Context: an optimization exercise on an open-source flow, tuned for small area and a short achievable clock period. The choices shown serve that exercise and are no tape-out recipe.
At most, simulation tests tie the RTL to the original design; equivalence was not proved.
Function not checked in runs 2 to 7: the RTL went through the layout flow alone.
No activity file was given, so power comes from the tool's default toggle rates.

[design/flow/flow/run.sh]
#!/bin/bash
# The standard layout (standard.sh) with three changes, all logged under orfs/logs/ as usual:
#  - synthesis leaves adders and comparators to abc (no ADDER_MAP_FILE half/full-adder cells);
#    registers are untouched, so they match the standard synthesis by name and cell type;
#  - plain sky130_fd_sc_hd__buf_1 cells as the port buffers instead of the delay buffer the
#    flow picks by default;
#  - larger clock-tree sink clusters, clkbuf_8 only, no dummy loads.
set -euo pipefail
bash standard.sh 'ADDER_MAP_FILE=' \
  'BUFFER_PORTS_ARGS=-buffer_cell sky130_fd_sc_hd__buf_1' \
  'CTS_ARGS=-sink_clustering_enable -repair_clock_nets -sink_clustering_size 16 -sink_clustering_max_diameter 60 -buf_list {sky130_fd_sc_hd__clkbuf_8} -dont_use_dummy_load' \
  finish > standard.log 2>&1
[design/flow/standard.sh]
#!/bin/bash
# synth_recipe.tcl (not shown) runs the flow's synth.tcl, then flattens the netlist and writes it again
# the make line also repeats each setting of config.mk as NAME=value (left out here)
make -C /OpenROAD-flow-scripts/flow DESIGN_CONFIG=/design/flow/config.mk WORK_HOME=/design/flow/orfs CLKGATE_MAP_FILE= SYNTH_SCRIPT=/design/flow/synth_recipe.tcl "${@:-finish}"
[design/flow/config.mk]
export PLATFORM = sky130hd
export DESIGN_NAME = depth_gated_color_segmenter
export DESIGN_NICKNAME = depth_gated_color_segmenter
export VERILOG_FILES = /design/flow/design.v
export SDC_FILE = /design/flow/constraint.sdc
export NUM_CORES = 4
export LEC_CHECK = 0
export CAP_MARGIN = 20
export CORE_MARGIN = 2
export CORE_UTILIZATION = 40
export PLACE_DENSITY = 0.6
export SETUP_SLACK_MARGIN = 3.7
export SLEW_MARGIN = 20
[design/flow/constraint.sdc]
create_clock -name core_clock -period 7.0 [get_ports {clock}]
set_input_delay 1.4000 -clock core_clock [delete_from_list [all_inputs] [get_ports {clock}]]
set_output_delay 1.4000 -clock core_clock [all_outputs]
set_load 0.01 [all_outputs]
[design/flow/design.v]
package dgcs_pkg;
   localparam int LINE_WIDTH_DEFAULT = 640;
   localparam int LINE_COUNT_DEFAULT = 480;
   localparam int POS_W   = 19;
   localparam int CSR_IDX_W  = 3;
   localparam int CSR_DATA_W = 24;
   localparam logic [CSR_IDX_W-1:0] CSR_NEAR_LIMIT = 3'd0;
   localparam logic [CSR_IDX_W-1:0] CSR_STATS_LIMIT = 3'd1;
   localparam logic [CSR_IDX_W-1:0] CSR_BOX_A_LOW = 3'd2;
   localparam logic [CSR_IDX_W-1:0] CSR_BOX_A_HIGH = 3'd3;
   localparam logic [CSR_IDX_W-1:0] CSR_BOX_B_LOW = 3'd4;
   localparam logic [CSR_IDX_W-1:0] CSR_BOX_B_HIGH = 3'd5;
   localparam logic [15:0] NEAR_LIMIT_RESET  = 16'd700;
   localparam logic [15:0] STATS_LIMIT_RESET = 16'd500;
   localparam logic [23:0] BOX_A_LOW_RESET   = 24'h003F84;
   localparam logic [23:0] BOX_A_HIGH_RESET  = 24'h64A3AF;
   localparam logic [23:0] BOX_B_LOW_RESET   = 24'h00BFBE;
   localparam logic [23:0] BOX_B_HIGH_RESET  = 24'h1414FF;
   localparam logic [1:0] CLASS_FAR     = 2'd0;
   localparam logic [1:0] CLASS_BOX_A   = 2'd1;
   localparam logic [1:0] CLASS_BOX_B   = 2'd2;
   localparam logic [1:0] CLASS_UNMATCH = 2'd3;
   localparam logic [31:0] FAR_FILL  = 32'hA0FFFFFF;
   localparam logic [31:0] MARK_FILL = 32'hFFFF00FF;
   localparam logic [31:0] MIN_CLEAR = 32'hFFFFFFFF;
   localparam logic [POS_W-1:0] SLOT_MAX = 19'h7FFFF;
   typedef struct packed {
      logic [31:0] pixel_color;
      logic [15:0] depth_mm;
      logic        frame_end;
   } req_type;
   typedef struct packed {
      logic [1:0]       pixel_class;
      logic [31:0]      shown_color;
      logic [POS_W-1:0] pixel_position;
      logic [POS_W-1:0] class_slot;
      logic [31:0]      frame_min_color;
      logic [31:0]      frame_max_color;
      logic             stats_valid;
      logic             frame_last;
   } rsp_type;
   typedef struct packed {
      logic [1:0]  pixel_class;
      logic [31:0] shown_color;
      logic        hit_a;
      logic        hit_b;
   } class_type;
endpackage
module dgcs_classify (
   input  logic [23:0] pixel_rgb,
   input  logic [15:0] depth_mm,
   input  logic [15:0] near_limit,
   input  logic [23:0] box_a_low,
   input  logic [23:0] box_a_high,
   input  logic [23:0] box_b_low,
   input  logic [23:0] box_b_high,
   output logic        is_near,
   output logic        match_a,
   output logic        match_b
);
   function automatic logic lt32(logic [31:0] a, logic [31:0] b);
      logic [31:0] l;
      logic [31:0] e;
      l = ~a & b;
      e = ~(a ^ b);
      for (int w = 1; w < 32; w = w * 2) begin
         for (int i = 0; i + w < 32; i = i + 2 * w) begin
            l[i] = l[i + w] || (e[i + w] && l[i]);
            e[i] = e[i + w] && e[i];
         end
      end
      lt32 = l[0];
   endfunction
   function automatic logic in_box(logic [23:0] color, logic [23:0] lo, logic [23:0] hi);
      logic ok;
      ok = 1'b1;
      for (int ch = 0; ch < 3; ch++) begin
         if (!(lt32(32'(lo[ch*8 +: 8]), 32'(color[ch*8 +: 8])) && lt32(32'(color[ch*8 +: 8]), 32'(hi[ch*8 +: 8])))) begin
            ok = 1'b0;
         end
      end
      in_box = ok;
   endfunction
   assign is_near = lt32(32'(depth_mm), 32'(near_limit));
   assign match_a = in_box(pixel_rgb, box_a_low, box_a_high);
   assign match_b = in_box(pixel_rgb, box_b_low, box_b_high);
endmodule
module depth_gated_color_segmenter (
   input  logic                            clock,
   input  logic                            reset,
   input  logic                            req_valid,
   output logic                            req_stall,
   input  logic [48:0]                     req_payload,
   output logic                            rsp_valid,
   input  logic                            rsp_stall,
   output logic [137:0]                    rsp_payload,
   input  logic                            csr_write,
   input  logic [dgcs_pkg::CSR_IDX_W-1:0]  csr_index,
   input  logic [dgcs_pkg::CSR_DATA_W-1:0] csr_data
);
   localparam int PW = dgcs_pkg::POS_W;
   function automatic logic lt32(logic [31:0] a, logic [31:0] b);
      logic [31:0] l;
      logic [31:0] e;
      l = ~a & b;
      e = ~(a ^ b);
      for (int w = 1; w < 32; w = w * 2) begin
         for (int i = 0; i + w < 32; i = i + 2 * w) begin
            l[i] = l[i + w] || (e[i + w] && l[i]);
            e[i] = e[i + w] && e[i];
         end
      end
      lt32 = l[0];
   endfunction
   logic [15:0] near_limit_ff;
   logic [15:0] stats_limit_ff;
   logic [23:0] box_a_low_ff;
   logic [23:0] box_a_high_ff;
   logic [23:0] box_b_low_ff;
   logic [23:0] box_b_high_ff;
   logic [5:0] csr_we;
   always_comb begin
      for (int i = 0; i < 6; i++) begin
         csr_we[i] = reset || (csr_write && (csr_index == 3'(i)));
      end
   end
   always_ff @(posedge clock) begin
      if (csr_we[0]) near_limit_ff  <= reset ? dgcs_pkg::NEAR_LIMIT_RESET  : csr_data[15:0];
      if (csr_we[1]) stats_limit_ff <= reset ? dgcs_pkg::STATS_LIMIT_RESET : csr_data[15:0];
      if (csr_we[2]) box_a_low_ff   <= reset ? dgcs_pkg::BOX_A_LOW_RESET   : csr_data;
      if (csr_we[3]) box_a_high_ff  <= reset ? dgcs_pkg::BOX_A_HIGH_RESET  : csr_data;
      if (csr_we[4]) box_b_low_ff   <= reset ? dgcs_pkg::BOX_B_LOW_RESET   : csr_data;
      if (csr_we[5]) box_b_high_ff  <= reset ? dgcs_pkg::BOX_B_HIGH_RESET  : csr_data;
   end
   logic        in_valid_ff;
   logic [31:0] in_color_ff;
   logic [15:0] in_depth_ff;
   logic        in_end_ff;
   logic        out_valid_ff;
   logic [1:0]  out_class_ff;
   logic [31:0] out_color_ff;
   logic        out_last_ff;
   logic        advance;
   assign advance   = in_valid_ff && (!out_valid_ff || !rsp_stall);
   assign req_stall = in_valid_ff && out_valid_ff && rsp_stall;
   always_ff @(posedge clock) begin
      if (reset) begin
         in_valid_ff  <= 1'b0;
         out_valid_ff <= 1'b0;
      end else begin
         in_valid_ff  <= (req_valid && !req_stall) || (in_valid_ff && !advance);
         out_valid_ff <= advance || (out_valid_ff && rsp_stall);
      end
   end
   always_ff @(posedge clock) begin
      if (!req_stall) begin
         in_color_ff <= req_payload[48:17];
         in_depth_ff <= req_payload[16:1];
         in_end_ff   <= req_payload[0];
      end
   end
   logic is_near, match_a, match_b;
   logic hit_a, hit_b;
   logic [1:0] cls;
   dgcs_classify u_classify (
      .pixel_rgb  (in_color_ff[23:0]),
      .depth_mm   (in_depth_ff),
      .near_limit (near_limit_ff),
      .box_a_low  (box_a_low_ff),
      .box_a_high (box_a_high_ff),
      .box_b_low  (box_b_low_ff),
      .box_b_high (box_b_high_ff),
      .is_near    (is_near),
      .match_a    (match_a),
      .match_b    (match_b)
   );
   assign hit_a = is_near && match_a;
   assign hit_b = is_near && !match_a && match_b;
   assign cls   = !is_near ? dgcs_pkg::CLASS_FAR :
                  match_a  ? dgcs_pkg::CLASS_BOX_A :
                  match_b  ? dgcs_pkg::CLASS_BOX_B : dgcs_pkg::CLASS_UNMATCH;
   always_ff @(posedge clock) begin
      if (reset) begin
         out_last_ff <= 1'b1;
      end else if (advance) begin
         out_last_ff <= in_end_ff;
      end
   end
   logic [31:0] shown;
   assign shown = !is_near ? dgcs_pkg::FAR_FILL :
                  (match_a || match_b) ? in_color_ff : dgcs_pkg::MARK_FILL;
   always_ff @(posedge clock) begin
      if (advance) begin
         out_class_ff <= cls;
         out_color_ff <= shown;
      end
   end
   logic [PW-1:0] pos_ff;
   logic          pos_wrap;
   localparam logic [PW-1:0] POS_LAST = PW'(dgcs_pkg::LINE_WIDTH_DEFAULT * dgcs_pkg::LINE_COUNT_DEFAULT - 1);
   assign pos_wrap = &(pos_ff | ~POS_LAST);
   function automatic logic [PW-1:0] step(logic [PW-1:0] q, logic inc);
      logic [PW-1:0] ones;
      ones[0] = 1'b1;
      for (int i = 1; i < PW; i++) begin
         ones[i] = ones[i-1] && q[i-1];
      end
      step = q ^ (ones & {PW{inc}});
   endfunction
   always_ff @(posedge clock) begin
      pos_ff <= (advance && (out_last_ff || pos_wrap)) ? '0 : step(pos_ff, advance);
   end
   logic [PW-1:0] slot_a_ff, slot_b_ff;
   logic          none_a_ff, none_b_ff;
   logic          none_a, none_b;
   assign none_a = none_a_ff || out_last_ff;
   assign none_b = none_b_ff || out_last_ff;
   always_ff @(posedge clock) begin
      if (advance) begin
         none_a_ff <= none_a && !hit_a;
         none_b_ff <= none_b && !hit_b;
      end
      slot_a_ff <= (advance && hit_a && none_a) ? '0 :
                   step(slot_a_ff, advance && hit_a && !(&slot_a_ff));
      slot_b_ff <= (advance && hit_b && none_b) ? '0 :
                   step(slot_b_ff, advance && hit_b && !(&slot_b_ff));
   end
   logic [31:0] min_ff, max_ff;
   logic        any_ff;
   logic        any_now;
   logic        qualify;
   logic        lt_min, gt_max;
   assign any_now = any_ff && !out_last_ff;
   assign qualify = lt32(32'(in_depth_ff), 32'(stats_limit_ff)) &&
                    (!is_near || ((match_a || match_b) &&
                                  (in_color_ff != dgcs_pkg::MARK_FILL) && (in_color_ff != 32'd0)));
   assign lt_min  = is_near ? lt32(in_color_ff, min_ff) : lt32(dgcs_pkg::FAR_FILL, min_ff);
   assign gt_max  = is_near ? lt32(max_ff, in_color_ff) : lt32(max_ff, dgcs_pkg::FAR_FILL);
   always_ff @(posedge clock) begin
      if (advance) begin
         any_ff <= any_now || qualify;
         if (qualify && (!any_now || lt_min)) min_ff <= shown;
         if (qualify && (!any_now || gt_max)) max_ff <= shown;
      end
   end
   logic        stats_valid;
   logic [PW-1:0] slot_out;
   assign stats_valid = out_last_ff && any_ff;
   assign slot_out = (out_class_ff == dgcs_pkg::CLASS_BOX_A) ? slot_a_ff :
                     (out_class_ff == dgcs_pkg::CLASS_BOX_B) ? slot_b_ff : '0;
   assign rsp_valid   = out_valid_ff;
   assign rsp_payload = {out_class_ff, out_color_ff, pos_ff, slot_out,
                         stats_valid ? min_ff : 32'd0,
                         stats_valid ? max_ff : 32'd0,
                         stats_valid, out_last_ff};
endmodule
==> results of run 1 <==
## cell usage after synthesis (all sizes together) (8+ instances only)
cell | number | area (um2)
nor2 | 41 | 154
nor2b | 61 | 382
a221oi | 9 | 78.8
o211ai | 8 | 60.1
nand2 | 94 | 353
nand4 | 16 | 100
o22ai | 17 | 106
or2 | 22 | 138
a31oi | 12 | 75.1
o21ai | 79 | 395
clkbuf | 50 | 188
and2 | 9 | 56.3
a22o | 29 | 254
dfxtp | 60 | 1200
nand2b | 42 | 263
a21boi | 8 | 60.1
maj3 | 57 | 574
buf | 13 | 71.3
inv | 58 | 218
a222oi | 8 | 80.1
a211oi | 11 | 82.6
nor3 | 10 | 50.1
nand3 | 31 | 155
xnor2 | 30 | 263
a21oi | 75 | 375
edfxtp | 278 | 8350
xor2 | 23 | 201
o31ai | 13 | 97.6
o221ai | 9 | 78.8
and3 | 75 | 469
## sequential cells by signal (all words and copies together), names as in the netlist, 24 cells and up
| name | count |
|---|---|
| in_color_ff | 32 |
| max_ff | 32 |
| min_ff | 32 |
| out_color_ff | 32 |
| box_a_high_ff | 24 |
| box_a_low_ff | 24 |
| box_b_high_ff | 24 |
| box_b_low_ff | 24 |
## metrics by stage
step	cell area [um2]	total power, W	utilization, %	hold WS, ns
final	18400	0.00403	47.4	0.485
after global routing	18400	0.00418	47.4	0.515
after CTS	18100	0.00403	46.6	0.489
after detailed placement	17100	0.00292	44.3	0.473
after global placement	17100	0.00291	44.3	0.470
after floorplan	15800	0.00272	-	0.433
## kinds of logic after synthesis
| logic type | share of synthesized area (%) |
|---|---|
| and+or+nand+nor | 14.8 |
| AOI/OAI and AO/OA | 14.6 |
| DFF | 60.7 |
| buffers and inverters | 3.20 |
| adders and majority gates | 3.65 |
| xor gates and xnor gates | 2.95 |
| muxes | 0.0636 |
## area by class of cell
cell class              count  area [um2]
clock buffers              35         482
repair buffers            286        1510
fillers                  3607       20400
multi-input cells         883        5910
flip-flops and latches    338        9550
well taps                 518         648
inverters                  65         267
## layout by cell type (no fill, tap or decap), types with 7 or more instances in the layout
master,instances
a211o_1,7
a211oi_1,11
a21oi_1,71
a221oi_1,8
a222oi_1,8
a22o_1,28
a31oi_1,12
and2_1,7
and3_1,75
buf_1,217
buf_4,50
buf_6,7
clkbuf_8,35
dfxtp_1,59
edfxtp_1,278
inv_1,52
maj3_1,45
maj3_2,12
nand2_1,94
nand2b_1,40
nand3_1,28
nand4_1,16
nor2_1,40
nor2b_1,61
nor3_1,10
o211ai_1,8
o21ai_0,76
o221ai_1,9
o22ai_1,17
o31ai_1,13
or2_2,22
xnor2_1,30
xor2_1,23
## what timing repair did
action,in CTS,in global routing
cloned,4,2
pin swaps,14,17
endpoints found under the setup margin,201,129
buffers inserted,26,24
gates resized for setup,47,23
hold buffers,0,0
## power by group
part | switching, W | leakage [nW] | internal (W)
clock | 0.000646 | 0.252 | 0.000448
combinational | 0.000327 | 2.91 | 0.000215
sequential | 0.0000867 | 3.00 | 0.00231
total | 0.00106 | 6.16 | 0.00297
## layer usage
layer | wire length, um | part of all wire, % | vias up | GRT usage [%]
met2 | 21700 | 46 | 530 | 35.2
met5 | 0 | 0 | - | 0
met1 | 20500 | 44 | 5795 | 32.0
met4 | 1120 | 2.4 | 0 | 6.49
li1 | - | - | 5573 | -
met3 | 3450 | 7.4 | 74 | 3.18
## worst paths after layout
path,startpoint,end,slack [ns],cells past startpoint
worst min-delay path,slot_a_ff[14],slot_a_ff[14],0.49,1
worst max register to register,box_a_low_ff[0],max_ff[10],3.68,12
worst min register to register,slot_a_ff[14],slot_a_ff[14],0.49,1
worst max-delay path,rsp_stall,req_stall,3.64,5
==> metrics.csv, run 1 <==
metric,value,unit
Clock Pin Slew Worst Setup and Hold Paths,0.04,ns
Synth Instances,1347,
Unique masters post-synth,75,
syn_area_per_cell,11.7,um2
share of cells above drive strength 1,11.6,%
"slowest stage delay, CP",0.20,ns
Max-slew headroom,39.9,%
CP Cell Sequence,buf_12 > nand3_4 > buf_12 > clkinv_4 > buf_6,
H-tree Lvls,2,
final hold viol count,0,
Critical-path top delay cell,buf_12,
Final Skew,0.0590,ns
crit end category,output pin,
Initial Util,40.6,%
die area,40900,um2
CTS tree,done,
I/O Pins,221,
first-pass GRT wire length,69300,um
DR pass1 iterations,6,
Max Fclk,298,MHz
pre-CTS WS,2.65,ns
# DRC,0,
Final ANT Viol Nets,0,
antenna violations before repair,0,
worst setup path class,in2out,
DRT Wirelength,46800,um
Synth Flop Type,edfxtp_1,
HPWL Detailed,33100,um
RSZ-0062 raised after global routing,true,
largest net degree at the start of global routing,82,
status,no timing/DRC/antenna violations,
Final Cycle Share,48.0,%
Max VDD drop,139,uV
Leakage Power,6.16,nW
Synth Cell Area,15700,um2
GPL Wtd Cong,0.885,
Routed wire per std cell,22.0,um
ANT cells,0,
clock sinks,338,
vias per inst,5.63,
row count,72,
P per Cell Area,219,nW/um2
grt total ovfl,0,
final setup fails,0,
Slew @ Worst Pin,0.899,ns
Max Cap Violations,0,
Crit Path Max Fanout,2,
crit path launch type,input pin,
Die Wd,202,um
"Seq/Total Area, Yosys",60.7,%
async set-reset flop share out of synthesis,0,%
vias in the first global route,11400,
"Clk Latency, worst-skew pair",0.57,ns
Crit path max-delay family,buffers and inverters,
final std cells w/o fill,2125,
Max clock buf depth,3,
GR Util All Layers,22.3,%
WP data required,5.60,ns
setup tns final,0,ns
Max Slew Vio Count,0,
clock root cell,clkbuf_8,
Area Growth Syn to Fin,16.7,%
worst hold path class,reg2reg,
most frequent CP cell,buf_12,
Die Span Y,202,um
via count,12000,
syn_nets,1428,
IO buf count,220,
Synth warnings,2,
"Arr. time, crit path",1.96,ns
Final nets,1690,
DP Cell Count,2034,
initial DRC count,1119,
#FFs+latches synth,338,
final worst path period need,3.36,ns
Post-synth EDFFs,278,
final worst slack,3.64,ns
Core ar.,38700,um2
CTS Buf Count,35,
WP buf/inv,4,
==> inputs of run 2 (changes only) <==
--- a/design/flow/design.v
+++ b/design/flow/design.v
@@ -141,19 +141,28 @@
    logic [31:0] out_color_ff;
    logic        out_last_ff;
    logic        advance;
-   assign advance   = in_valid_ff && (!out_valid_ff || !rsp_stall);
-   assign req_stall = in_valid_ff && out_valid_ff && rsp_stall;
+   logic        stall;
+   logic        in_valid_in;
+   logic        out_valid_in;
+   logic        both_valid_ff;
+   assign advance = in_valid_ff && (!out_valid_ff || !rsp_stall);
+   assign stall   = in_valid_ff && out_valid_ff && rsp_stall;
+   assign in_valid_in  = (req_valid && !stall) || (in_valid_ff && !advance);
+   assign out_valid_in = advance || (out_valid_ff && rsp_stall);
    always_ff @(posedge clock) begin
       if (reset) begin
-         in_valid_ff  <= 1'b0;
-         out_valid_ff <= 1'b0;
+         in_valid_ff   <= 1'b0;
+         out_valid_ff  <= 1'b0;
+         both_valid_ff <= 1'b0;
       end else begin
-         in_valid_ff  <= (req_valid && !req_stall) || (in_valid_ff && !advance);
-         out_valid_ff <= advance || (out_valid_ff && rsp_stall);
-      end
-   end
-   always_ff @(posedge clock) begin
-      if (!req_stall) begin
+         in_valid_ff   <= in_valid_in;
+         out_valid_ff  <= out_valid_in;
+         both_valid_ff <= in_valid_in && out_valid_in;
+      end
+   end
+   assign req_stall = both_valid_ff && rsp_stall;
+   always_ff @(posedge clock) begin
+      if (!stall) begin
          in_color_ff <= req_payload[48:17];
          in_depth_ff <= req_payload[16:1];
          in_end_ff   <= req_payload[0];
--- a/design/flow/config.mk
+++ b/design/flow/config.mk
@@ -9,5 +9,5 @@
 export CORE_MARGIN = 2
 export CORE_UTILIZATION = 40
 export PLACE_DENSITY = 0.6
-export SETUP_SLACK_MARGIN = 3.7
+export SETUP_SLACK_MARGIN = 3.85
 export SLEW_MARGIN = 20
==> metrics.csv, run 2 <==
metric,value,unit,change
Final nets,1760,,was 1690
vias per inst,5.64,,was 5.63
"most common cell after layout, fill and taps aside",edfxtp_1,,unchanged
I/O Pins,221,,unchanged
Initial Util,40.8,%,was 40.6%
row count,72,,unchanged
final worst slack,3.65,ns,was 3.64 ns
Final Cycle Share,47.9,%,was 48.0%
Routed wire per std cell,21.9,um,was 22.0 um
final setup fails,0,,unchanged
Die Wd,203,um,was 202 um
antenna violations before repair,0,,unchanged
# DRC,0,,unchanged
RSZ-0062 raised after global routing,true,,unchanged
"Hold-fix buffers, CTS",0,,unchanged
Post-synth EDFFs,278,,unchanged
Synth Instances,1366,,was 1347
"Clk Latency, worst-skew pair",0.61,ns,was 0.57 ns
Max Fclk,298,MHz,about the same
setup tns final,0,ns,unchanged
Synth top cells by count,"278 x edfxtp_1, 87 x nand2_1, 74 x and3_1",,"was 278 x edfxtp_1, 94 x nand2_1, 77 x o21ai_0"
CTS tree,done,,unchanged
DR pass1 iterations,7,,was 6
initial DRC count,1059,,was 1119
Max-slew headroom,37.5,%,was 39.9%
DRT Wirelength,48100,um,was 46800 um
GPL Wtd Cong,0.888,,was 0.885
Leakage Power,6.88,nW,was 6.16 nW
top-area cell type share of the netlist area,52.6,%,was 53.0%
"Seq/Total Area, Yosys",60.3,%,was 60.7%
clock root cell,clkbuf_8,,unchanged
Max clock buf depth,3,,unchanged
#FFs+latches synth,339,,was 338
P per Cell Area,206,nW/um2,was 219 nW/um2
vias in the first global route,11600,,was 11400
worst setup path class,reg2reg,,was in2out
Synth Cell Area,15900,um2,was 15700 um2
syn_nets,1447,,was 1428
Core ar.,38900,um2,was 38700 um2
Unique masters post-synth,77,,was 75
Max Slew Vio Count,0,,unchanged
Final Skew,0.0705,ns,was 0.0590 ns
CTS Buf Count,34,,was 35
"commonest non-fill, non-tap cells in the layout","278 x edfxtp_1, 155 x buf_1, 84 x nand2_1",,"was 278 x edfxtp_1, 217 x buf_1, 94 x nand2_1"
Slew @ Worst Pin,0.934,ns,was 0.899 ns
H-tree Lvls,2,,unchanged
Max Cap Violations,0,,unchanged
pre-CTS WS,2.59,ns,was 2.65 ns
first-pass GRT wire length,68600,um,was 69300 um
Max VDD drop,137,uV,was 139 uV
clock sinks,339,,was 338
most frequent cell after synthesis,edfxtp_1,,unchanged
Die Span Y,203,um,was 202 um
largest net degree at the start of global routing,52,,was 82
HPWL Detailed,33200,um,was 33100 um
GR Util All Layers,21.9,%,was 22.3%
Final ANT Viol Nets,0,,unchanged
final worst path period need,3.35,ns,was 3.36 ns
Synth warnings,2,,unchanged
"Arr. time, crit path",3.65,ns,was 1.96 ns
grt total ovfl,0,,unchanged
IO buf count,220,,unchanged
share of cells above drive strength 1,22.1,%,was 11.6%
crit path launch type,flip-flop,,was input pin
post-synth top area cell,edfxtp_1,,unchanged
status,no timing/DRC/antenna violations,,unchanged
final hold viol count,0,,unchanged
worst hold path class,reg2reg,,unchanged
Area Growth Syn to Fin,24.9,%,was 16.7%
async set-reset flop share out of synthesis,0,%,unchanged
Crit Path Max Fanout,6,,was 2
top post-synthesis cells by area,"edfxtp_1 53%, dfxtp_1 7.7%, maj3_1 3.8%",,"was edfxtp_1 53%, dfxtp_1 7.6%, maj3_1 3.4%"
WP data required,7.29,ns,was 5.60 ns
flop2flop setup slack,3.65,ns,was 3.68 ns
syn_area_per_cell,11.6,um2,was 11.7 um2
ANT cells,0,,unchanged
Clock Pin Slew Worst Setup and Hold Paths,0.10,ns,was 0.04 ns
Synth Flop Type,edfxtp_1,,unchanged
via count,12400,,was 12000
crit end category,flip-flop,,was output pin
die area,41300,um2,was 40900 um2
[run 2: changes by cell type in the layout (fill, tap and decap cells not counted), moves of 23 or more]
cell and delta:
buf_1 -62, buf_6 +52, and3_1 -41, and3_4 +40
xor2_1 +28, buf_2 +23
[run 2: repair_timing]
action / in CTS / in global routing
cloned: 6 / 11
pin swaps: 12 / 52
resized for setup: 74 / 246
endpoints found under the setup margin: 284 / 230
setup buffers: 58 / 23
[run 2: stage by stage]
stage / cells / cell area (um2) / hold WS [ns] / util, % / power [W]
6_report: 2195 / 19800 / 0.491 / 51.0 / 0.00409
5_1_grt: 2195 / 19800 / 0.519 / 51.0 / 0.00426
4_1_cts: 2161 / 18600 / 0.490 / 47.7 / 0.00402
3_5_place_dp: 2063 / 17300 / 0.472 / 44.3 / 0.00288
3_3_place_gp: 2063 / 17300 / 0.457 / 44.3 / 0.00288
2_1_floorplan: 1366 / 15900 / 0.433 / - / 0.00270
[run 2: path summary, 6_finish.rpt]
path / from / end / cells past startpoint
worst max register to register: in_color_ff[12] / max_ff[22] / 11
worst min-delay path: slot_a_ff[18] / slot_a_ff[18] / 2
worst max-delay path: in_color_ff[12] / max_ff[22] / 11
worst min register to register: slot_a_ff[18] / slot_a_ff[18] / 2
[run 2: per-layer routing]
layer,track usage (%),vias up,routed length [um]
li1,-,5701,-
met1,30.6,6092,21100
met2,34.9,490,22400
met3,3.53,86,3120
met5,0,-,0
met4,6.88,0,1440
[run 2: critical path, cell delays in order (launching register included)]
cell and delay (ns):
edfxtp_1 0.45, inv_2 0.07, a22o_1 0.22, a2111oi_4 0.36, nor3b_2 0.08, or4b_4 0.52
nor4_4 0.24, a21oi_4 0.12, a211o_4 0.38, nor3b_4 0.29, buf_6 0.19, buf_16 0.13
[run 2: layout make-up]
type,instances,area [um2]
fillers,3490,19100
flip-flops and latches,339,9570
multi-input cells,901,6440
repair buffers,330,2420
well taps,518,648
clock buffers,34,468
inverters,73,285
[run 2: logic make-up (layout without fill, tap and decap cells)]
kind of cell	after synthesis	count (layout)	share of synthesized area [%]
compound gates	297	297	12.4
xor+xnor	63	63	3.48
flops	339	339	60.3
fa+ha+maj	62	62	3.92
buf+inv	127	437	3.20
simple gates	477	478	16.6
mux	1	1	0.0709
[run 2: where the power goes]
group          leakage (nW)  total [W]  internal [W]  switching [W]
logic                  3.63   0.000628      0.000284       0.000344
clock network         0.244    0.00108      0.000435       0.000647
registers              3.01    0.00238       0.00230      0.0000775
total                  6.88    0.00409       0.00302        0.00107
==> inputs of run 3 (changes only) <==
--- a/design/flow/config.mk
+++ b/design/flow/config.mk
@@ -9,5 +9,5 @@
 export CORE_MARGIN = 2
 export CORE_UTILIZATION = 40
 export PLACE_DENSITY = 0.6
-export SETUP_SLACK_MARGIN = 3.85
+export SETUP_SLACK_MARGIN = 4.0
 export SLEW_MARGIN = 20
==> metrics.csv, run 3 <==
metric,value,unit,change
via count,12500,,was 12400
WP data required,7.31,ns,was 7.29 ns
initial DRC count,881,,was 1059
Unique masters post-synth,77,,unchanged
Max Slew Vio Count,0,,unchanged
WP buf/inv,2,,was 3
Comb pwr share,17.6,%,was 15.4%
grt total ovfl,0,,unchanged
P per Cell Area,197,nW/um2,was 206 nW/um2
H-tree Lvls,1,,was 2
Final Skew,0.0955,ns,was 0.0705 ns
post-synth top area cell,edfxtp_1,,unchanged
"Seq/Total Area, Yosys",60.3,%,unchanged
Critical-path top delay cell,or4_1,,was or4b_4
row count,72,,unchanged
"most common cell after layout, fill and taps aside",edfxtp_1,,unchanged
crit path launch type,flip-flop,,unchanged
Die Span Y,203,um,unchanged
largest net degree at the start of global routing,52,,unchanged
"Arr. time, crit path",3.78,ns,was 3.65 ns
final setup fails,0,,unchanged
Sw Pwr,0.00109,W,was 0.00107 W
"commonest non-fill, non-tap cells in the layout","278 x edfxtp_1, 132 x buf_1, 95 x buf_6",,"was 278 x edfxtp_1, 155 x buf_1, 84 x nand2_1"
Max VDD drop,137,uV,about the same
CTS tree,done,,unchanged
Switching Share,26.3,%,was 26.1%
CP Cell Sequence,xor2_1 > a211o_1 > or4_1 > nor3_2 > o211ai_1 > a21oi_1 > nor4_1 > a31oi_1 > nor3b_4 > buf_6 > buf_12,,was inv_2 > a22o_1 > a2111oi_4 > nor3b_2 > or4b_4 > nor4_4 > a21oi_4 > a211o_4 > nor3b_4 > buf_6 > buf_16
Final ANT Viol Nets,0,,unchanged
Pint,0.00304,W,was 0.00302 W
"Clk Latency, worst-skew pair",0.66,ns,was 0.61 ns
worst hold path class,reg2reg,,unchanged
RSZ-0062 raised after global routing,true,,unchanged
Leakage Power,7.40,nW,was 6.88 nW
top post-synthesis cells by area,"edfxtp_1 53%, dfxtp_1 7.7%, maj3_1 3.8%",,unchanged
Area Growth Syn to Fin,32.0,%,was 24.9%
Max-slew headroom,28.4,%,was 37.5%
final hold viol count,0,,unchanged
top-area cell type share of the netlist area,52.6,%,unchanged
Die Wd,203,um,unchanged
Slew @ Worst Pin,1.07,ns,was 0.934 ns
vias per inst,5.64,,about the same
Max Fclk,288,MHz,was 298 MHz
Clock Pin Slew Worst Setup and Hold Paths,0.10,ns,about the same
"slowest stage delay, CP",0.59,ns,was 0.52 ns
clock sinks,339,,unchanged
final worst slack,3.53,ns,was 3.65 ns
final worst path period need,3.47,ns,was 3.35 ns
DRT Wirelength,50500,um,was 48100 um
vias in the first global route,12000,,was 11600
Routed wire per std cell,22.8,um,was 21.9 um
CTS Buf Count,31,,was 34
status,no timing/DRC/antenna violations,,unchanged
syn_nets,1447,,unchanged
I/O Pins,221,,unchanged
crit end category,flip-flop,,unchanged
"Hold-fix buffers, CTS",0,,unchanged
Core ar.,38900,um2,unchanged
die area,41300,um2,unchanged
async set-reset flop share out of synthesis,0,%,unchanged
GR Util All Layers,23.0,%,was 21.9%
Crit path max-delay family,simple AND/OR/NAND/NOR gates,,unchanged
#FFs+latches synth,339,,unchanged
Synth Flop Type,edfxtp_1,,unchanged
clock root cell,clkbuf_8,,unchanged
# DRC,0,,unchanged
first-pass GRT wire length,72500,um,was 68600 um
Initial Util,40.8,%,unchanged
Synth Cell Area,15900,um2,unchanged
clock power share,24.8,%,was 26.4%
sequential share of power,57.6,%,was 58.2%
DR pass1 iterations,7,,unchanged
flop2flop setup slack,3.53,ns,was 3.65 ns
Final Cycle Share,49.6,%,was 47.9%
final core utilization,53.9,%,was 51.0%
Synth top cells by count,"278 x edfxtp_1, 87 x nand2_1, 74 x and3_1",,unchanged
Max Cap Violations,0,,unchanged
GPL Wtd Cong,0.911,,was 0.888
share of cells above drive strength 1,28.0,%,was 22.1%
pre-CTS WS,2.58,ns,was 2.59 ns
Synth warnings,2,,unchanged
setup tns final,0,ns,unchanged
Max clock buf depth,3,,unchanged
Final nets,1786,,was 1760
antenna violations before repair,0,,unchanged
worst setup path class,reg2reg,,unchanged
HPWL Detailed,33300,um,was 33200 um
IO buf count,220,,unchanged
Post-synth EDFFs,278,,unchanged
ANT cells,0,,unchanged
syn_area_per_cell,11.6,um2,unchanged
most frequent cell after synthesis,edfxtp_1,,unchanged
Synth Instances,1366,,unchanged
Crit Path Max Fanout,8,,was 6
## run 3: cell counts after synthesis
No cell type changed its count.
## run 3: stage by stage
step                      hold slack, ns  power (W)  instances  cell area [um2]
after detailed placement           0.478    0.00288       2062            17300
after CTS                          0.488    0.00406       2193            19800
after global placement             0.464    0.00288       2062            17300
final                              0.487    0.00413       2221            21000
after floorplan                    0.433    0.00270       1366            15900
after global routing               0.506    0.00429       2221            21000
## run 3: final timing paths
check             endpoint  cells past startpoint          start
max             max_ff[22]                     11     max_ff[18]
min          slot_a_ff[18]                      2  slot_a_ff[18]
max reg2reg     max_ff[22]                     11     max_ff[18]
min reg2reg  slot_a_ff[18]                      2  slot_a_ff[18]
## run 3: repair_timing
item | CTS | global route
gates cloned | 16 | 11
buffers inserted | 84 | 17
setup endpoints to repair | 287 | 285
resized for setup | 289 | 187
pin swaps | 37 | 22
## run 3: logic make-up after synthesis
kind of cell               Yosys count  synth area share, %
DFF                                339                 60.3
xor gates and xnor gates            63                 3.48
muxes                                1               0.0709
and+or+nand+nor                    477                 16.6
AOI/OAI and AO/OA                  297                 12.4
adders and majority gates           62                 3.92
buffers and inverters              127                 3.20
## run 3: layout make-up
cell class                      instances  area, um2
Fill cell                            3277      18000
Sequential cell                       339       9570
Multi-Input combinational cell        901       6860
Timing Repair Buffer                  359       3180
Tap cell                              518        648
Clock buffer                           31        427
Inverter                               73        277
## run 3: layer usage
layer	vias up	track usage (%)	routed length, um
li1	5755	-	-
met1	6169	31.7	21400
met2	474	37.6	24000
met3	118	2.94	3030
met4	0	8.00	2110
met5	-	0	0
## run 3: worst register-to-register path, delay by kind of cell, from the launching register on
kind            cells  cell delay, ns
simple gates        4            1.22
compound gates      4            0.87
flops               1            0.52
buf+inv             2            0.28
xor+xnor            1            0.22
## run 3: power by group through the flow
stage	Clock, W	Sequential [W]	Combinational, W
finish	0.00102	0.00238	0.000725
floorplan	0	0.00240	0.000302
global route	0.00112	0.00239	0.000770
global placement	0	0.00243	0.000445
detailed placement	0	0.00243	0.000449
CTS	0.00105	0.00238	0.000628
==> inputs of run 4 (changes only) <==
--- a/design/flow/config.mk
+++ b/design/flow/config.mk
@@ -9,5 +9,5 @@
 export CORE_MARGIN = 2
 export CORE_UTILIZATION = 40
 export PLACE_DENSITY = 0.6
-export SETUP_SLACK_MARGIN = 4.0
+export SETUP_SLACK_MARGIN = 3.55
 export SLEW_MARGIN = 20
==> metrics.csv, run 4 <==
metric,value,unit,change
post-synth top area cell,edfxtp_1,,unchanged
CTS tree,done,,unchanged
clock power share,26.2,%,was 24.8%
"Clk Latency, worst-skew pair",0.63,ns,was 0.66 ns
Max clock buf depth,3,,unchanged
CP Cell Sequence,nor2b_1 > maj3_1 > maj3_1 > maj3_1 > a221o_2 > a211o_4 > nor3b_4 > bufbuf_16,,was xor2_1 > a211o_1 > or4_1 > nor3_2 > o211ai_1 > a21oi_1 > nor4_1 > a31oi_1 > nor3b_4 > buf_6 > buf_12
Pint,0.00288,W,was 0.00304 W
Slew @ Worst Pin,1.06,ns,was 1.07 ns
GPL Wtd Cong,0.928,,was 0.911
initial DRC count,988,,was 881
Max-slew headroom,29.5,%,was 28.4%
final hold viol count,0,,unchanged
worst setup path class,reg2reg,,unchanged
Core ar.,38900,um2,unchanged
Final nets,1693,,was 1786
top-area cell type share of the netlist area,52.6,%,unchanged
RR Endpoint,max_ff[11],,was max_ff[22]
final core utilization,46.5,%,was 53.9%
sequential share of power,61.2,%,was 57.6%
"slowest stage delay, CP",0.46,ns,was 0.59 ns
syn_nets,1447,,unchanged
die area,41300,um2,unchanged
DRT Wirelength,44500,um,was 50500 um
Die Span Y,203,um,unchanged
largest net degree at the start of global routing,70,,was 52
#FFs+latches synth,339,,unchanged
final setup fails,0,,unchanged
grt total ovfl,0,,unchanged
Die Wd,203,um,unchanged
HPWL Detailed,33000,um,was 33300 um
H-tree Lvls,1,,unchanged
Routed wire per std cell,20.9,um,was 22.8 um
crit end category,flip-flop,,unchanged
final std cells w/o fill,2128,,was 2221
I/O Pins,221,,unchanged
Synth Flop Type,edfxtp_1,,unchanged
Synth Instances,1366,,unchanged
first-pass GRT wire length,65800,um,was 72500 um
P per Cell Area,215,nW/um2,was 197 nW/um2
Area Growth Syn to Fin,14.0,%,was 32.0%
Post-synth EDFFs,278,,unchanged
share of cells above drive strength 1,9.50,%,was 28.0%
Max Cap Violations,0,,unchanged
Synth Cell Area,15900,um2,unchanged
clock root cell,clkbuf_8,,unchanged
GR Util All Layers,20.9,%,was 23.0%
Clock Pin Slew Worst Setup and Hold Paths,0.09,ns,was 0.10 ns
Synth warnings,2,,unchanged
Comb pwr share,12.6,%,was 17.6%
vias per inst,5.51,,was 5.64
Max VDD drop,135,uV,was 137 uV
status,no timing/DRC/antenna violations,,unchanged
RSZ-0062 raised after global routing,false,,was true
IO buf count,220,,unchanged
vias in the first global route,11100,,was 12000
"Seq/Total Area, Yosys",60.3,%,unchanged
Final Cycle Share,48.2,%,was 49.6%
Synth top cells by count,"278 x edfxtp_1, 87 x nand2_1, 74 x and3_1",,unchanged
Final Power,0.00389,W,was 0.00413 W
Hold Path Depth,2,,unchanged
Setup crit start,near_limit_ff[12],,was max_ff[18]
clock sinks,339,,unchanged
Initial Util,40.8,%,unchanged
crit path launch type,flip-flop,,unchanged
final worst path period need,3.37,ns,was 3.47 ns
top post-synthesis cells by area,"edfxtp_1 53%, dfxtp_1 7.7%, maj3_1 3.8%",,unchanged
Switching Share,25.8,%,was 26.3%
Reg2Reg Launch Point,near_limit_ff[12],,was max_ff[18]
CTS Buf Count,31,,unchanged
Final ANT Viol Nets,0,,unchanged
via count,11700,,was 12500
WP data required,7.36,ns,was 7.31 ns
row count,72,,unchanged
Sw Pwr,0.00100,W,was 0.00109 W
syn_area_per_cell,11.6,um2,unchanged
DR pass1 iterations,6,,was 7
R2R cell count,8,,was 11
Crit Path Max Fanout,12,,was 8
"most common cell after layout, fill and taps aside",edfxtp_1,,unchanged
antenna violations before repair,0,,unchanged
DP Cell Count,2061,,was 2062
hold wc startpoint,slot_a_ff[18],,unchanged
# DRC,0,,unchanged
most frequent CP cell,maj3_1,,
Max Fclk,296,MHz,was 288 MHz
Leakage Power,6.07,nW,was 7.40 nW
most frequent cell after synthesis,edfxtp_1,,unchanged
Final Skew,0.0564,ns,was 0.0955 ns
Critical-path top delay cell,a221o_2,,was or4_1
setup tns final,0,ns,unchanged
# fillers,3644,,was 3277
"commonest non-fill, non-tap cells in the layout","278 x edfxtp_1, 219 x buf_1, 85 x nand2_1",,"was 278 x edfxtp_1, 132 x buf_1, 95 x buf_6"
hold endpoint,slot_a_ff[18],,unchanged
Max Slew Vio Count,0,,unchanged
worst hold path class,reg2reg,,unchanged
flop2flop setup slack,3.63,ns,was 3.53 ns
async set-reset flop share out of synthesis,0,%,unchanged
ANT cells,0,,unchanged
Unique masters post-synth,77,,unchanged
"Arr. time, crit path",3.73,ns,was 3.78 ns
run 4: cell counts after synthesis:
Identical to the previous run, type by type.
run 4: cell type report:
| class | count | area, um2 | area share [%] |
|---|---|---|---|
| Multi-Input combinational cell | 900 | 5900 | 32.6 |
| Timing Repair Buffer | 267 | 1280 | 7.06 |
| Tap cell | 518 | 648 | 3.58 |
| Sequential cell | 339 | 9570 | 52.9 |
| Clock buffer | 31 | 427 | 2.36 |
| Inverter | 73 | 278 | 1.53 |
run 4: critical path, delay by kind of cell (launching register included):
family / cells / cell delay [ns]
buffers and inverters: 1 / 0.33
AND/OR/NAND/NOR: 2 / 0.40
flip-flops: 1 / 0.40
adder cells (fa/ha/maj): 3 / 1.09
AO/OA/AOI/OAI: 2 / 0.88
run 4: logic make-up (layout without fill, tap and decap cells):
family / count (synthesis) / count (layout) / synth area share [%]
buffers and inverters: 127 / 371 / 3.20
xor gates and xnor gates: 63 / 63 / 3.48
and+or+nand+nor: 477 / 477 / 16.6
muxes: 1 / 1 / 0.0709
DFF: 339 / 339 / 60.3
AOI/OAI and AO/OA: 297 / 297 / 12.4
adders and majority gates: 62 / 62 / 3.92
run 4: power by group through the flow:
stage / sequential, W / clock (W) / combinational [W]
4_1_cts: 0.00238 / 0.00105 / 0.000475
2_1_floorplan: 0.00240 / 0 / 0.000302
5_1_grt: 0.00239 / 0.00111 / 0.000535
6_report: 0.00238 / 0.00102 / 0.000490
3_5_place_dp: 0.00243 / 0 / 0.000454
3_3_place_gp: 0.00243 / 0 / 0.000447
run 4: repair_timing:
action | in CTS | in global routing
setup buffers | 18 | 17
pin swaps | 7 | 3
resized for setup | 14 | 11
cloned | 1 | 0
endpoints found under the setup margin | 204 | 139
hold buffers | 0 | 0
run 4: per-stage QoR:
step | hold WS [ns] | setup slack (ns) | instance area [um2]
after floorplan | 0.433 | 3.21 | 15900
after global placement | 0.472 | 2.73 | 17200
after detailed placement | 0.477 | 2.59 | 17200
after CTS | 0.489 | 3.55 | 17900
after global routing | 0.515 | 3.52 | 18100
final | 0.487 | 3.63 | 18100
run 4: worst max-delay path by stage:
stage	endpoint	slack, ns	depth (start not counted)
finish	max_ff[11]	3.63	8
global route	max_ff[31]	3.52	11
CTS	max_ff[24]	3.55	10
detailed placement	max_ff[10]	2.59	10
global placement	max_ff[8]	2.73	10
floorplan	max_ff[0]	3.21	9
run 4: layer usage:
metal	GRT usage [%]	vias to the layer above	part of all wire (%)
met1	29.9	5688	45
met4	6.05	0	2.8
met2	33.3	420	46
met3	2.83	80	6.4
met5	0	-	0
li1	-	5545	-
==> inputs of run 5 (changes only) <==
--- a/design/flow/config.mk
+++ b/design/flow/config.mk
@@ -9,5 +9,5 @@
 export CORE_MARGIN = 2
 export CORE_UTILIZATION = 40
 export PLACE_DENSITY = 0.6
-export SETUP_SLACK_MARGIN = 3.55
+export SETUP_SLACK_MARGIN = 3.7
 export SLEW_MARGIN = 20
==> metrics.csv, run 5 <==
metric,value,unit,change
vias in the first global route,11500,,was 11100
Sw Pwr,0.00103,W,was 0.00100 W
Critical-path top delay cell,or4_1,,was a221o_2
grt total ovfl,0,,unchanged
ANT cells,0,,unchanged
Final ANT Viol Nets,0,,unchanged
"most common cell after layout, fill and taps aside",edfxtp_1,,unchanged
async set-reset flop share out of synthesis,0,%,unchanged
#FFs+latches synth,339,,unchanged
Switching Share,26.2,%,was 25.8%
largest net degree at the start of global routing,67,,was 70
gr busiest metal,met2,,unchanged
DR pass1 iterations,5,,was 6
vias per inst,5.55,,was 5.51
row count,72,,unchanged
Synth Area in Compound Gates,12.4,%,unchanged
sequential share of power,60.4,%,was 61.2%
Leakage Power,6.28,nW,was 6.07 nW
Synth Area in XOR/XNOR,3.48,%,unchanged
Synth warnings,2,,unchanged
worst setup path class,reg2reg,,unchanged
Max clock buf depth,3,,unchanged
met2 track demand over resource,33.9,%,was 33.3%
CTS tree,done,,unchanged
Max Fclk,293,MHz,was 296 MHz
Comb pwr share,13.6,%,was 12.6%
top-area cell type share of the netlist area,52.6,%,unchanged
final hold viol count,0,,unchanged
Core ar.,38900,um2,unchanged
Pint,0.00291,W,was 0.00288 W
Synth Area in Simple Gates,16.6,%,unchanged
setup tns final,0,ns,unchanged
met1 Use GR,31.1,%,was 29.9%
GPL Wtd Cong,0.869,,was 0.928
share of cells above drive strength 1,12.0,%,was 9.50%
Max Slew Vio Count,0,,unchanged
most frequent cell after synthesis,edfxtp_1,,unchanged
final setup fails,0,,unchanged
multiplexer area fraction after synthesis,0.0709,%,unchanged
HPWL Detailed,33200,um,was 33000 um
I/O Pins,221,,unchanged
clock power share,25.9,%,was 26.2%
Synth Instances,1366,,unchanged
WP data required,7.31,ns,was 7.36 ns
Synth Flop Type,edfxtp_1,,unchanged
worst hold path class,reg2reg,,unchanged
Final Cycle Share,48.7,%,was 48.2%
pre-CTS WS,2.56,ns,was 2.59 ns
Synth Cell Area,15900,um2,unchanged
Max VDD drop,164,uV,was 135 uV
CP Cell Sequence,xor2_1 > a211o_1 > or4_1 > nor3_2 > o211ai_1 > a21oi_1 > nor4_1 > a31oi_1 > nor3b_4 > buf_6 > buf_12 > buf_12,,was nor2b_1 > maj3_1 > maj3_1 > maj3_1 > a221o_2 > a211o_4 > nor3b_4 > bufbuf_16
post-synth top area cell,edfxtp_1,,unchanged
"Arr. time, crit path",3.72,ns,was 3.73 ns
M3 GR Usage,3.40,%,was 2.83%
Die Span Y,203,um,unchanged
P per Cell Area,212,nW/um2,was 215 nW/um2
die area,41300,um2,unchanged
crit path launch type,flip-flop,,unchanged
Die Wd,203,um,unchanged
Crit Path Max Fanout,10,,was 12
WP buf/inv,3,,was 1
CTS Buf Count,31,,unchanged
# fillers,3604,,was 3644
RSZ-0062 raised after global routing,true,,was false
Final Skew,0.0399,ns,was 0.0564 ns
"slowest stage delay, CP",0.57,ns,was 0.46 ns
Slew @ Worst Pin,0.963,ns,was 1.06 ns
most frequent CP cell,buf_12,,was maj3_1
Max-slew headroom,35.8,%,was 29.5%
syn_nets,1447,,unchanged
Crit path max-delay family,simple AND/OR/NAND/NOR gates,,was adder cells
initial DRC count,1148,,was 988
Unique masters post-synth,77,,unchanged
Routed wire per std cell,21.2,um,was 20.9 um
crit end category,flip-flop,,unchanged
"Clk Latency, worst-skew pair",0.63,ns,about the same
# DRC,0,,unchanged
Post-synth EDFFs,278,,unchanged
Max Cap Violations,0,,unchanged
Final nets,1726,,was 1693
first-pass GRT wire length,68700,um,was 65800 um
DRT Wirelength,45900,um,was 44500 um
final core utilization,47.7,%,was 46.5%
syn_area_per_cell,11.6,um2,unchanged
main combinational cell family by area after synthesis,simple AND/OR/NAND/NOR gates,,unchanged
H-tree Lvls,1,,unchanged
Area Growth Syn to Fin,17.0,%,was 14.0%
status,no timing/DRC/antenna violations,,unchanged
Synth top cells by count,"278 x edfxtp_1, 87 x nand2_1, 74 x and3_1",,unchanged
final worst slack,3.59,ns,was 3.63 ns
clock sinks,339,,unchanged
Initial Util,40.8,%,unchanged
Clock Pin Slew Worst Setup and Hold Paths,0.09,ns,about the same
clock root cell,clkbuf_8,,unchanged
IO buf count,220,,unchanged
final worst path period need,3.41,ns,was 3.37 ns
GR Util All Layers,21.8,%,was 20.9%
"Seq/Total Area, Yosys",60.3,%,unchanged
fraction of the mapped netlist area in adder cells,3.92,%,unchanged
via count,12000,,was 11700
top post-synthesis cells by area,"edfxtp_1 53%, dfxtp_1 7.7%, maj3_1 3.8%",,unchanged
"commonest non-fill, non-tap cells in the layout","278 x edfxtp_1, 218 x buf_1, 85 x nand2_1",,"was 278 x edfxtp_1, 219 x buf_1, 85 x nand2_1"
antenna violations before repair,1,,was 0
[run 5: cell counts after synthesis]
Identical to the previous run, type by type.
[run 5: final timing paths]
| path | from | to | slack (ns) | cells after the start |
|---|---|---|---|---|
| min | slot_a_ff[18] | slot_a_ff[18] | 0.48 | 2 |
| max reg2reg | max_ff[18] | max_ff[0] | 3.59 | 12 |
| min reg2reg | slot_a_ff[18] | slot_a_ff[18] | 0.48 | 2 |
| max | max_ff[18] | max_ff[0] | 3.59 | 12 |
[run 5: repair_timing]
action | in CTS | in global routing
pin swaps | 5 | 10
hold buffers | 0 | 0
buffers inserted | 36 | 27
cloned | 5 | 0
endpoints found under the setup margin | 258 | 163
gates resized for setup | 43 | 18
[run 5: cell type report]
class | count | area [um2] | share of cell area, %
flip-flops and latches | 339 | 9570 | 51.5
multi-input cells | 901 | 5990 | 32.3
repair buffers | 299 | 1660 | 8.91
well taps | 518 | 648 | 3.49
clock buffers | 31 | 427 | 2.30
inverters | 73 | 279 | 1.50
[run 5: stage by stage]
stage	std cells	hold WS, ns	instance area [um2]	power [W]
4_1_cts	2134	0.479	18300	0.00394
5_1_grt	2161	0.495	18600	0.00410
3_3_place_gp	2062	0.454	17200	0.00288
3_5_place_dp	2062	0.462	17300	0.00289
2_1_floorplan	1366	0.433	15900	0.00270
6_report	2161	0.482	18600	0.00394
[run 5: power by group through the flow]
stage,clock network [W],logic (W),registers (W)
2_1_floorplan,0,0.000302,0.00240
3_3_place_gp,0,0.000451,0.00243
3_5_place_dp,0,0.000456,0.00243
4_1_cts,0.00104,0.000511,0.00238
5_1_grt,0.00112,0.000584,0.00239
6_report,0.00102,0.000537,0.00238
[run 5: cell families after synthesis]
kind of cell               after synthesis
AOI/OAI and AO/OA                      297
xor gates and xnor gates                63
adders and majority gates               62
buffers and inverters                  127
DFF                                    339
muxes                                    1
and+or+nand+nor                        477
[run 5: routing by layer]
| layer | wire length (um) | part of all wire (%) | vias up |
|---|---|---|---|
| li1 | - | - | 5628 |
| met1 | 20300 | 44 | 5818 |
| met2 | 20800 | 45 | 467 |
| met3 | 3230 | 7.0 | 84 |
| met4 | 1580 | 3.5 | 0 |
| met5 | 0 | 0 | - |
[run 5: worst reg2reg max path: cells and delay by family, from the launching register on]
| family | cells | cell delay, ns |
|---|---|---|
| and+or+nand+nor | 4 | 1.12 |
| AOI/OAI and AO/OA | 4 | 0.87 |
| DFF | 1 | 0.53 |
| buffers and inverters | 3 | 0.39 |
| xor gates and xnor gates | 1 | 0.21 |
==> inputs of run 6 (changes only) <==
--- a/design/flow/config.mk
+++ b/design/flow/config.mk
@@ -7,7 +7,7 @@
 export LEC_CHECK = 0
 export CAP_MARGIN = 20
 export CORE_MARGIN = 2
-export CORE_UTILIZATION = 40
-export PLACE_DENSITY = 0.6
-export SETUP_SLACK_MARGIN = 3.7
+export CORE_UTILIZATION = 55
+export PLACE_DENSITY = 0.7
+export SETUP_SLACK_MARGIN = 3.55
 export SLEW_MARGIN = 20
==> metrics.csv, run 6 <==
metric,value,unit,change
DRT Wirelength,42100,um,was 45900 um
async set-reset flop share out of synthesis,0,%,unchanged
Final Skew,0.0451,ns,was 0.0399 ns
"Arr. time, crit path",3.91,ns,was 3.72 ns
RSZ-0062 raised after global routing,true,,unchanged
Initial Util,55.6,%,was 40.8%
Crit path max-delay family,simple AND/OR/NAND/NOR gates,,unchanged
worst setup path class,reg2reg,,unchanged
Max Fclk,294,MHz,was 293 MHz
most frequent CP cell,nor4_2,,was buf_12
first-pass GRT wire length,62700,um,was 68700 um
Synth Instances,1366,,unchanged
post-synth top area cell,edfxtp_1,,unchanged
"Hold-fix buffers, CTS",0,,unchanged
GPL Wtd Cong,0.873,,was 0.869
H-tree Lvls,1,,unchanged
Clock Pin Slew Worst Setup and Hold Paths,0.08,ns,was 0.09 ns
WP data required,7.51,ns,was 7.31 ns
syn_area_per_cell,11.6,um2,unchanged
"slowest stage delay, CP",0.61,ns,was 0.57 ns
Synth top cells by count,"278 x edfxtp_1, 87 x nand2_1, 74 x and3_1",,unchanged
row count,62,,was 72
Core ar.,28500,um2,was 38900 um2
Crit Path Max Fanout,8,,was 10
#FFs+latches synth,339,,unchanged
CTS tree,done,,unchanged
design area,18000,um2,was 18600 um2
Die Span Y,174,um,was 203 um
Final ANT Viol Nets,0,,unchanged
Max-slew headroom,34.3,%,was 35.8%
"Clk Latency, worst-skew pair",0.60,ns,was 0.63 ns
Synth warnings,2,,unchanged
Max clock buf depth,3,,unchanged
worst hold path class,reg2reg,,unchanged
status,no timing/DRC/antenna violations,,unchanged
grt total ovfl,0,,unchanged
final hold viol count,0,,unchanged
largest net degree at the start of global routing,70,,was 67
Final nets,1700,,was 1726
IO buf count,220,,unchanged
# fillers,2336,,was 3604
Max Slew Vio Count,0,,unchanged
CP Cell Sequence,xor2_1 > nor4_2 > and3_1 > a221oi_2 > buf_6 > buf_4 > nor4_2 > nand2_1 > or3_1 > a21oi_1,,was xor2_1 > a211o_1 > or4_1 > nor3_2 > o211ai_1 > a21oi_1 > nor4_1 > a31oi_1 > nor3b_4 > buf_6 > buf_12 > buf_12
share of cells above drive strength 1,10.1,%,was 12.0%
P per Cell Area,213,nW/um2,was 212 nW/um2
final setup fails,0,,unchanged
syn_nets,1447,,unchanged
clock sinks,339,,unchanged
antenna violations before repair,0,,was 1
top post-synthesis cells by area,"edfxtp_1 53%, dfxtp_1 7.7%, maj3_1 3.8%",,unchanged
"Seq/Total Area, Yosys",60.3,%,unchanged
vias in the first global route,11200,,was 11500
"most common cell after layout, fill and taps aside",edfxtp_1,,unchanged
most frequent cell after synthesis,edfxtp_1,,unchanged
GR Util All Layers,26.6,%,was 21.8%
DR pass1 iterations,5,,unchanged
WP buf/inv,2,,was 3
top-area cell type share of the netlist area,52.6,%,unchanged
Leakage Power,6.08,nW,was 6.28 nW
setup tns final,0,ns,unchanged
Area Growth Syn to Fin,13.2,%,was 17.0%
final worst path period need,3.40,ns,was 3.41 ns
Routed wire per std cell,21.1,um,was 21.2 um
clock root cell,clkbuf_8,,unchanged
ANT cells,0,,unchanged
Post-synth EDFFs,278,,unchanged
# DRC,0,,unchanged
die area,30200,um2,was 41300 um2
Placed Area,17100,um2,was 17300 um2
crit end category,flip-flop,,unchanged
I/O Pins,221,,unchanged
Unique masters post-synth,77,,unchanged
CTS Buf Count,28,,was 31
Synth Cell Area,15900,um2,unchanged
Die Wd,174,um,was 203 um
vias per inst,6.01,,was 5.55
final std cells w/o fill,2001,,was 2161
Slew @ Worst Pin,0.985,ns,was 0.963 ns
initial DRC count,1397,,was 1148
Max VDD drop,169,uV,was 164 uV
Max Cap Violations,0,,unchanged
HPWL Detailed,30200,um,was 33200 um
Synth Flop Type,edfxtp_1,,unchanged
"commonest non-fill, non-tap cells in the layout","278 x edfxtp_1, 219 x buf_1, 86 x nand2_1",,"was 278 x edfxtp_1, 218 x buf_1, 85 x nand2_1"
crit path launch type,flip-flop,,unchanged
Critical-path top delay cell,nor4_2,,was or4_1
Final Cycle Share,48.6,%,was 48.7%
via count,12000,,about the same
DP Cell Count,1926,,was 2062
==> run 6: cell counts after synthesis <==
No cell type changed its count.
==> run 6: cell families after synthesis <==
logic type / share of synthesized area, %
XOR/XNOR: 3.48
multiplexers: 0.0709
adder cells (fa/ha/maj): 3.92
AO/OA/AOI/OAI: 12.4
buffers and inverters: 3.20
flip-flops: 60.3
AND/OR/NAND/NOR: 16.6
==> run 6: path summary, 6_finish.rpt <==
| path | start | end | slack, ns | depth (start not counted) |
|---|---|---|---|---|
| worst max-delay path | in_depth_ff[14] | slot_a_ff[16] | 3.60 | 10 |
| worst min-delay path | slot_a_ff[18] | slot_a_ff[18] | 0.49 | 2 |
| worst max register to register | in_depth_ff[14] | slot_a_ff[16] | 3.60 | 10 |
| worst min register to register | slot_a_ff[18] | slot_a_ff[18] | 0.49 | 2 |
==> run 6: stage by stage <==
| stage | setup slack, ns | total power (W) | hold WS, ns | util (%) |
|---|---|---|---|---|
| after floorplan | 3.21 | 0.00270 | 0.433 | - |
| after global placement | 2.88 | 0.00286 | 0.466 | 59.8 |
| after detailed placement | 2.75 | 0.00287 | 0.475 | 59.8 |
| after CTS | 3.53 | 0.00382 | 0.488 | 62.1 |
| after global routing | 3.46 | 0.00397 | 0.529 | 63.0 |
| final | 3.60 | 0.00383 | 0.488 | 63.0 |
==> run 6: where the power goes <==
part / internal (W) / leakage (nW) / total [W] / switching, W
clock: 0.000356 / 0.201 / 0.000952 / 0.000596
sequential: 0.00230 / 3.01 / 0.00238 / 0.0000748
combinational: 0.000192 / 2.87 / 0.000503 / 0.000311
==> run 6: final cells by class <==
type	count	area, um2	area share, %
multi-input cells	901	5950	33.1
repair buffers	276	1310	7.30
well taps	384	480	2.67
clock buffers	28	385	2.14
inverters	73	275	1.53
flip-flops and latches	339	9570	53.2
==> run 6: per-layer routing <==
metal / up-vias / global-route usage [%] / share of wire (%)
li1: 5571 / - / -
met5: - / 0 / 0
met1: 5806 / 38.3 / 43
met3: 82 / 3.46 / 7.9
met4: 0 / 7.84 / 2.9
met2: 566 / 42.8 / 47
==> run 6: worst reg2reg max path, delay by kind of cell (launching register included) <==
| kind | cells | cell delay, ns |
|---|---|---|
| buf+inv | 2 | 0.33 |
| simple gates | 5 | 2.08 |
| xor+xnor | 1 | 0.21 |
| compound gates | 2 | 0.24 |
| flops | 1 | 0.47 |
==> run 6: timing repair <==
action | in CTS | in global routing
gates cloned | 1 | 1
buffers inserted | 23 | 22
gates resized for setup | 17 | 17
endpoints found under the hold margin | 0 | 0
setup endpoints to repair | 213 | 183
pin swaps | 6 | 3
==> inputs of run 7 (changes only) <==
--- a/design/flow/flow/run.sh
+++ b/design/flow/flow/run.sh
@@ -8,5 +8,5 @@
 set -euo pipefail
 bash standard.sh 'ADDER_MAP_FILE=' \
   'BUFFER_PORTS_ARGS=-buffer_cell sky130_fd_sc_hd__buf_1' \
-  'CTS_ARGS=-sink_clustering_enable -repair_clock_nets -sink_clustering_size 16 -sink_clustering_max_diameter 60 -buf_list {sky130_fd_sc_hd__clkbuf_8} -dont_use_dummy_load' \
+  'CTS_ARGS=-sink_clustering_enable -repair_clock_nets -sink_clustering_size 10 -sink_clustering_max_diameter 50 -buf_list {sky130_fd_sc_hd__clkbuf_4} -dont_use_dummy_load' \
   finish > standard.log 2>&1
--- a/design/flow/config.mk
+++ b/design/flow/config.mk
@@ -7,7 +7,7 @@
 export LEC_CHECK = 0
 export CAP_MARGIN = 20
 export CORE_MARGIN = 2
-export CORE_UTILIZATION = 55
-export PLACE_DENSITY = 0.7
+export CORE_UTILIZATION = 40
+export PLACE_DENSITY = 0.6
 export SETUP_SLACK_MARGIN = 3.55
 export SLEW_MARGIN = 20
==> metrics.csv, run 7 <==
metric,value,unit,change
status,no timing/DRC/antenna violations,,unchanged
WP data required,7.46,ns,was 7.51 ns
worst setup path class,reg2reg,,unchanged
Final ANT Viol Nets,0,,unchanged
Post-synth EDFFs,278,,unchanged
GPL Wtd Cong,0.928,,was 0.873
#FFs+latches synth,339,,unchanged
DRT Wirelength,45100,um,was 42100 um
RSZ-0062 raised after global routing,true,,unchanged
I/O Pins,221,,unchanged
Synth Area in XOR/XNOR,3.48,%,unchanged
H-tree Lvls,2,,was 1
syn_nets,1447,,unchanged
row count,72,,was 62
Placed Area,17200,um2,was 17100 um2
clock sinks,339,,unchanged
Synth Instances,1366,,unchanged
CTS tree,done,,unchanged
antenna violations before repair,1,,was 0
Final Cycle Share,48.6,%,about the same
most frequent cell after synthesis,edfxtp_1,,unchanged
main combinational cell family by area after synthesis,simple AND/OR/NAND/NOR gates,,unchanged
Unique masters post-synth,77,,unchanged
clock root cell,clkbuf_4,,was clkbuf_8
post-synth top area cell,edfxtp_1,,unchanged
"slowest stage delay, CP",0.46,ns,was 0.61 ns
share of cells above drive strength 1,10.5,%,was 10.1%
CP Cell Sequence,nor2b_1 > maj3_1 > maj3_1 > maj3_1 > a221o_2 > a211o_4 > nor3b_4 > bufbuf_16,,was xor2_1 > nor4_2 > and3_1 > a221oi_2 > buf_6 > buf_4 > nor4_2 > nand2_1 > or3_1 > a21oi_1
async set-reset flop share out of synthesis,0,%,unchanged
GR Util All Layers,21.3,%,was 26.6%
Core ar.,38900,um2,was 28500 um2
final setup fails,0,,unchanged
fraction of the mapped netlist area in adder cells,3.92,%,unchanged
Final Skew,0.0698,ns,was 0.0451 ns
IO buf count,220,,unchanged
Area Growth Syn to Fin,13.8,%,was 13.2%
Max Fclk,294,MHz,about the same
Synth Flop Type,edfxtp_1,,unchanged
Die Wd,203,um,was 174 um
initial DRC count,808,,was 1397
crit end category,flip-flop,,unchanged
die area,41300,um2,was 30200 um2
Synth warnings,2,,unchanged
worst hold path class,reg2reg,,unchanged
Synth top cells by count,"278 x edfxtp_1, 87 x nand2_1, 74 x and3_1",,unchanged
final std cells w/o fill,2144,,was 2001
syn_area_per_cell,11.6,um2,unchanged
Leakage Power,6.07,nW,was 6.08 nW
Clock Pin Slew Worst Setup and Hold Paths,0.12,ns,was 0.08 ns
Max clock buf depth,3,,unchanged
Die Span Y,203,um,was 174 um
grt total ovfl,0,,unchanged
worst hold slack,0.491,ns,was 0.488 ns
Crit path depth,8,,was 10
DR pass1 iterations,5,,unchanged
"most common cell after layout, fill and taps aside",edfxtp_1,,unchanged
Slew @ Worst Pin,1.02,ns,was 0.985 ns
Max-slew headroom,31.9,%,was 34.3%
top-area cell type share of the netlist area,52.6,%,unchanged
"Clk Latency, worst-skew pair",0.75,ns,was 0.60 ns
CTS Buf Count,45,,was 28
vias per inst,5.55,,was 6.01
Initial Util,40.8,%,was 55.6%
via count,11900,,was 12000
largest net degree at the start of global routing,70,,unchanged
final worst path period need,3.40,ns,about the same
WP buf/inv,1,,was 2
"Hold-fix buffers, CTS",0,,unchanged
Max Slew Vio Count,0,,unchanged
crit path launch type,flip-flop,,unchanged
Synth Area in Simple Gates,16.6,%,unchanged
Critical-path top delay cell,a221o_2,,was nor4_2
final hold viol count,0,,unchanged
"Seq/Total Area, Yosys",60.3,%,unchanged
Synth Cell Area,15900,um2,unchanged
most frequent CP cell,maj3_1,,was nor4_2
Routed wire per std cell,21.0,um,was 21.1 um
R2R cell count,8,,was 10
# DRC,0,,unchanged
Final Power,0.00380,W,was 0.00383 W
Crit Path Max Fanout,12,,was 8
design area,18100,um2,was 18000 um2
Max Cap Violations,0,,unchanged
Max VDD drop,127,uV,was 169 uV
Synth Area in Compound Gates,12.4,%,unchanged
P per Cell Area,210,nW/um2,was 213 nW/um2
Final nets,1707,,was 1700
Crit path max-delay family,adder cells,,was simple AND/OR/NAND/NOR gates
vias in the first global route,11300,,was 11200
"commonest non-fill, non-tap cells in the layout","278 x edfxtp_1, 219 x buf_1, 85 x nand2_1",,"was 278 x edfxtp_1, 219 x buf_1, 86 x nand2_1"
Hold Path Depth,2,,unchanged
"Arr. time, crit path",3.86,ns,was 3.91 ns
HPWL Detailed,33000,um,was 30200 um
top post-synthesis cells by area,"edfxtp_1 53%, dfxtp_1 7.7%, maj3_1 3.8%",,unchanged
DP Cell Count,2061,,was 1926
first-pass GRT wire length,66400,um,was 62700 um
setup tns final,0,ns,unchanged
multiplexer area fraction after synthesis,0.0709,%,unchanged
[run 7: cell counts after synthesis]
No cell type changed its count.
[run 7: path summary, 6_finish.rpt]
kind,startpoint,to,slack [ns]
worst min register to register,slot_a_ff[18],slot_a_ff[18],0.49
worst max register to register,near_limit_ff[12],max_ff[0],3.60
worst min-delay path,slot_a_ff[18],slot_a_ff[18],0.49
worst max-delay path,near_limit_ff[12],max_ff[0],3.60
[run 7: timing repair]
item                       4_1_cts  5_1_grt
resized for setup               19       15
setup endpoints to repair      226      147
buffers inserted                20       14
cloned                           1        1
pin swaps                        7        2
[run 7: cell type report]
| type | count | area [um2] |
|---|---|---|
| Tap cell | 518 | 648 |
| Multi-Input combinational cell | 900 | 5920 |
| Timing Repair Buffer | 267 | 1310 |
| Clock buffer | 45 | 338 |
| Sequential cell | 339 | 9570 |
| Inverter | 73 | 278 |
| Fill cell | 3680 | 20800 |
| Antenna cell | 2 | 5.00 |
[run 7: kinds of logic after synthesis]
logic type,after synthesis
AOI/OAI and AO/OA,297
muxes,1
DFF,339
and+or+nand+nor,477
adders and majority gates,62
buffers and inverters,127
xor gates and xnor gates,63
[run 7: power by group]
| part | total [W] | internal (W) | switching (W) |
|---|---|---|---|
| Clock | 0.000924 | 0.000295 | 0.000630 |
| Combinational | 0.000496 | 0.000190 | 0.000306 |
| Sequential | 0.00238 | 0.00230 | 0.0000779 |
| Total | 0.00380 | 0.00279 | 0.00101 |
[run 7: metal layers]
layer  routed length (um)  GRT usage, %  vias to the layer above
li1                     -             -                     5603
met1                19900          29.4                     5776
met2                20500          33.7                      433
met3                 3140          3.74                       82
met4                 1480          7.87                        0
met5                    0             0                        -
[run 7: worst reg2reg max path: stages (launching register included)]
cell and delay (ns):
edfxtp_1 0.41, nor2b_1 0.15, maj3_1 0.36, maj3_1 0.36, maj3_1 0.39, a221o_2 0.46
a211o_4 0.43, nor3b_4 0.24, bufbuf_16 0.33
[run 7: stage by stage]
step                      util [%]  setup WS [ns]
after floorplan                  -           3.21
after global placement        44.3           2.73
after detailed placement      44.3           2.59
after CTS                     45.9           3.55
after global routing          46.4           3.51
final                         46.4           3.60

re-timing with driven ports:
In the flow no input, the clock included, has a driving cell. The finished layouts below were timed again as built, in two steps. Step 1: set_driving_cell puts a clkbuf_16 on clock and a buf_2 on each other input, an assumption about the parent block. Step 2 also shifts input and output timing later by t, the mid clock arrival at the registers, as if the neighbouring blocks saw the same clock. a / b / c = ideal ports / drivers / drivers and shift; a / b = the first two.
run | t, ns | setup slack, ns
run 1 | 0.593 | 3.641 / 3.567 / 3.336
run 2 | 0.624 | 3.649 / 3.649 / 3.507
run 3 | 0.665 | 3.528 / 3.528 / 3.355
run 4 | 0.654 | 3.626 / 3.623 / 3.233
run 5 | 0.657 | 3.589 / 3.589 / 3.423
run 6 | 0.616 | 3.596 / 3.596 / 3.300
run 7 | 0.768 | 3.601 / 3.595 / 3.095
After both steps every run listed still meets setup and hold.
